What follows belongs to an exercise in optimizing a design on an open flow for small area; a production flow would make more cautious choices. The RTL was checked by simulation tests, not by an equivalence proof against the original design. Power is estimated from default activity; no workload was simulated.

job 8947:
Design pacmanTop, start of the top module:
module pacmanTop (
  input  logic            clk,
  input  logic            rst,
  input  logic [7:0]      keycode,
  input  logic [5:0]      hostAddr,
  input  logic [15:0]     hostWrData,
  input  logic            hostWe,
  output logic [15:0]     rdData,
  output logic            hsync,
  output logic            vsync,
  output logic [3:0]      rgb,
  output logic            keystrobe
);
make LEC_CHECK=0 CAP_MARGIN=20 CORE_MARGIN=2 CORE_UTILIZATION=40 CTS_BUF_LIST=sky130_fd_sc_hd__clkbuf_8 CTS_CLUSTER_DIAMETER=200 CTS_CLUSTER_SIZE=12 SLEW_MARGIN=20 SYNTH_HIERARCHICAL=1 SYNTH_MINIMUM_KEEP_SIZE=0 finish   # period 10.0 ns
run.sh (not shown) runs the stock make flow with config.mk's settings and CLKGATE_MAP_FILE= SYNTH_SCRIPT=/design/flow/synth_recipe.tcl, a recipe that flattens the netlist after the stock synthesis.
Job 8947 | stages: all done | timing, DRC, antenna: all pass
Here is what was changed in the inputs of job 2248 compared with job 8947.
Settings: CTS_BUF_LIST: sky130_fd_sc_hd__clkbuf_8 -> sky130_fd_sc_hd__clkbuf_4; CTS_CLUSTER_SIZE: 12 -> 8; CORE_UTILIZATION: 40 -> 65.
==> comparison <==
- In the route summary, job 2248 ends up with a via count exceeding that of job 8947.
- Delta (job 2248 minus job 8947): initial antenna violation count moved up; fraction of standard cell area that is sequential now sits higher; maximum vdd ir drop increased by 63% relative to the old numbers; clock power share went down by 2.8 points.
- Relative to job 8947, the filler cell count in the final layout of job 2248 is lower by 3769.
- Routed wire length ends up higher on job 8947.
### job 2248 -> job 7547
Settings: CTS_CLUSTER_SIZE: 8 -> 12; CORE_UTILIZATION: 65 -> 40; CTS_BUF_LIST: sky130_fd_sc_hd__clkbuf_4 -> sky130_fd_sc_hd__clkbuf_8.
==> flow/flow/run.sh (new file) <==
#!/bin/bash
# Standard layout, with the port buffers made from the smallest buffer cell.
cp standard.sh standard_sh.log
export BUFFER_PORTS_ARGS="-buffer_cell sky130_fd_sc_hd__buf_1"
bash standard.sh > standard.log 2>&1
==> flow/standard.sh (new file) <==
#!/bin/bash
# synth_recipe.tcl (not shown) runs the flow's synth.tcl, then flattens the netlist and writes it again
# the make line also repeats each setting of config.mk as NAME=value (left out here)
make -C /OpenROAD-flow-scripts/flow DESIGN_CONFIG=/design/flow/config.mk WORK_HOME=/design/flow/orfs CLKGATE_MAP_FILE= SYNTH_SCRIPT=/design/flow/synth_recipe.tcl "${@:-finish}"
removed: flow/run.sh
Findings:
Job 2248 finished end to end and its layout was clean on timing, DRC and antenna. Job 7547: done, clean on timing, DRC and antenna. NOTE layout net count job 2248->job 7547 decreased slightly. Number of well taps delta for job 7547 relative to job 2248: 369 higher. Re wire length of the first global-routing pass: job 2248 and job 7547 aren't equal, and the higher value belongs to job 7547. Job 7547: final cell count without fillers is 341 higher than what job 2248 reported. Job 7547 does better than job 2248 on post-layout minimum cycle time.


pacmanTop again, from the RTL that the note above started with.
Settings: LEC_CHECK=0, CAP_MARGIN=20, CORE_MARGIN=2, CORE_UTILIZATION=65, CTS_BUF_LIST=sky130_fd_sc_hd__clkbuf_4, CTS_CLUSTER_DIAMETER=200, CTS_CLUSTER_SIZE=8, SLEW_MARGIN=20, SYNTH_HIERARCHICAL=1, SYNTH_MINIMUM_KEEP_SIZE=0; clock period 10.0 ns.
standard.sh (not shown) runs the stock make flow with config.mk's settings and CLKGATE_MAP_FILE= SYNTH_SCRIPT=/design/flow/synth_recipe.tcl, a recipe that flattens the netlist after the stock synthesis.
==> flow/flow/run.sh <==
#!/bin/bash
# The standard layout (standard.sh, unchanged synthesis) with one ORFS
# option set: the port buffers use the smallest buffer cell.
set -euo pipefail
export BUFFER_PORTS_ARGS="-buffer_cell sky130_fd_sc_hd__buf_1"
bash standard.sh > standard.log 2>&1
The baseline produced a clean layout.
Edit:
==> flow/run.sh (new file) <==
#!/bin/bash
# synth_recipe.tcl (not shown) runs the flow's synth.tcl, then flattens the netlist and writes it again
# the make line also repeats each setting of config.mk as NAME=value (left out here)
make -C /OpenROAD-flow-scripts/flow DESIGN_CONFIG=/design/flow/config.mk WORK_HOME=/design/flow/orfs CLKGATE_MAP_FILE= SYNTH_SCRIPT=/design/flow/synth_recipe.tcl finish
--- a/flow/config.mk
+++ b/flow/config.mk
@@ -10,4 +10 @@
-export CORE_UTILIZATION = 65
-export CTS_BUF_LIST = sky130_fd_sc_hd__clkbuf_4
-export CTS_CLUSTER_DIAMETER = 200
-export CTS_CLUSTER_SIZE = 8
+export CORE_UTILIZATION = 40
removed: flow/flow/run.sh
removed: flow/standard.sh
Final cell count goes up by 9.9%.
Sequential share of layout area goes down by 4.2 points.
Die area goes up by 61%.
Worst setup slack is better by 0.022 ns.
Global-route usage goes down by 13 points.
Cell area goes up by 8.8%.
Sequential power barely changes.
Worst hold slack is worse by 0.010 ns.
Via count goes down by 3.7%.
Fmax is about the same.
Utilization goes down by 23 points.
Edit:
==> flow/flow/run.sh (new file) <==
#!/bin/bash
# The standard layout (standard.sh, unchanged synthesis), with two ORFS
# options set: the port buffers use the smallest buffer cell, and after global
# routing the resizer downsizes gates off the critical paths.
set -euo pipefail
export BUFFER_PORTS_ARGS="-buffer_cell sky130_fd_sc_hd__buf_1"
export RECOVER_POWER=100
bash standard.sh > standard.log 2>&1
==> flow/standard.sh (new file) <==
#!/bin/bash
# synth_recipe.tcl (not shown) runs the flow's synth.tcl, then flattens the netlist and writes it again
# the make line also repeats each setting of config.mk as NAME=value (left out here)
make -C /OpenROAD-flow-scripts/flow DESIGN_CONFIG=/design/flow/config.mk WORK_HOME=/design/flow/orfs CLKGATE_MAP_FILE= SYNTH_SCRIPT=/design/flow/synth_recipe.tcl "${@:-finish}"
--- a/flow/config.mk
+++ b/flow/config.mk
@@ -10 +10,4 @@
-export CORE_UTILIZATION = 40
+export CORE_UTILIZATION = 65
+export CTS_BUF_LIST = sky130_fd_sc_hd__clkbuf_4
+export CTS_CLUSTER_DIAMETER = 200
+export CTS_CLUSTER_SIZE = 8
removed: flow/run.sh
=> The new run finished but fails on max-capacitance violations, max-slew violations. Register-to-register slack gets worse by 1.8 ns. Hold slack gets better by 0.012 ns. First-iteration DRC count came out higher by 32%. Count of clock-buffer cells in the layout came out lower by 3. Power came out lower by 26%. Fmax came out lower by 11%. Worst setup slack gets worse by 0.95 ns. Final area came out lower by 8.2%. Sequential power barely changes. Routed wire length came out lower by 4.5%. Sequential share of layout area came out higher by 4.3 points.
Edit:
==> flow/flow/run.sh (replaced) <==
#!/bin/bash
# The standard layout (standard.sh, unchanged synthesis) with one ORFS
# option set: the port buffers use the smallest buffer cell.
set -euo pipefail
export BUFFER_PORTS_ARGS="-buffer_cell sky130_fd_sc_hd__buf_1"
bash standard.sh > standard.log 2>&1
--- a/flow/config.mk
+++ b/flow/config.mk
@@ -10 +10 @@
-export CORE_UTILIZATION = 65
+export CORE_UTILIZATION = 50
The changed run produced a clean layout.
Hold slack stays flat.
Routed wire length increases by 8.2%.
Core utilization decreases by 16 points.
Worst setup slack gains 1.5 ns.

-- re-timing with driven ports --
Ports are ideal in the flow. The routed layouts listed here were re-timed in OpenROAD. Step 1: set_driving_cell puts a clkbuf_16 on clk and a buf_2 on each other input, an assumption about the parent block. Step 2 moves the port delays by t, midway between the first and last clock arrival at a register: inputs arrive t later, outputs are due t later. That takes back most of the time a late clock gives input paths. Slacks: no drivers / after step 1 / after step 2; pairs: no drivers / after step 1.
run | t, ns | setup slack, ns | hold WS [ns] | worst data-port slew with drivers (ns) | cell pins on the clock port's net
job 8947 | 0.736 | 2.472 / 2.510 / 1.774 | 0.457 / 0.457 / 0.457 | 0.03 | 1
job 2248 | 0.946 | 2.366 / 2.397 / 1.451 | 0.470 / 0.470 / 0.470 | 0.05 | 1
job 7547 | 0.734 | 2.786 / 2.821 / 2.087 | 0.462 / 0.462 / 0.462 | 0.04 | 1
the first run of note 2 | 0.967 | 2.396 / 2.420 / 1.453 | 0.465 / 0.465 / 0.465 | 0.05 | 1
the second run of note 2 | 0.687 | 2.418 / 2.460 / 1.773 | 0.454 / 0.454 / 0.454 | 0.03 | 1
the third run of note 2 | 0.962 | 1.466 / 1.504 / 0.542 | 0.466 / 0.466 / 0.466 | 0.04 | 1
the fourth run of note 2 | 0.963 | 2.936 / 2.969 / 2.006 | 0.467 / 0.467 / 0.467 | 0.04 | 1
For the first run of note 2, which loses most, drivers alone change the setup slack by +0.024 ns; drivers and shift together by -0.943 ns.
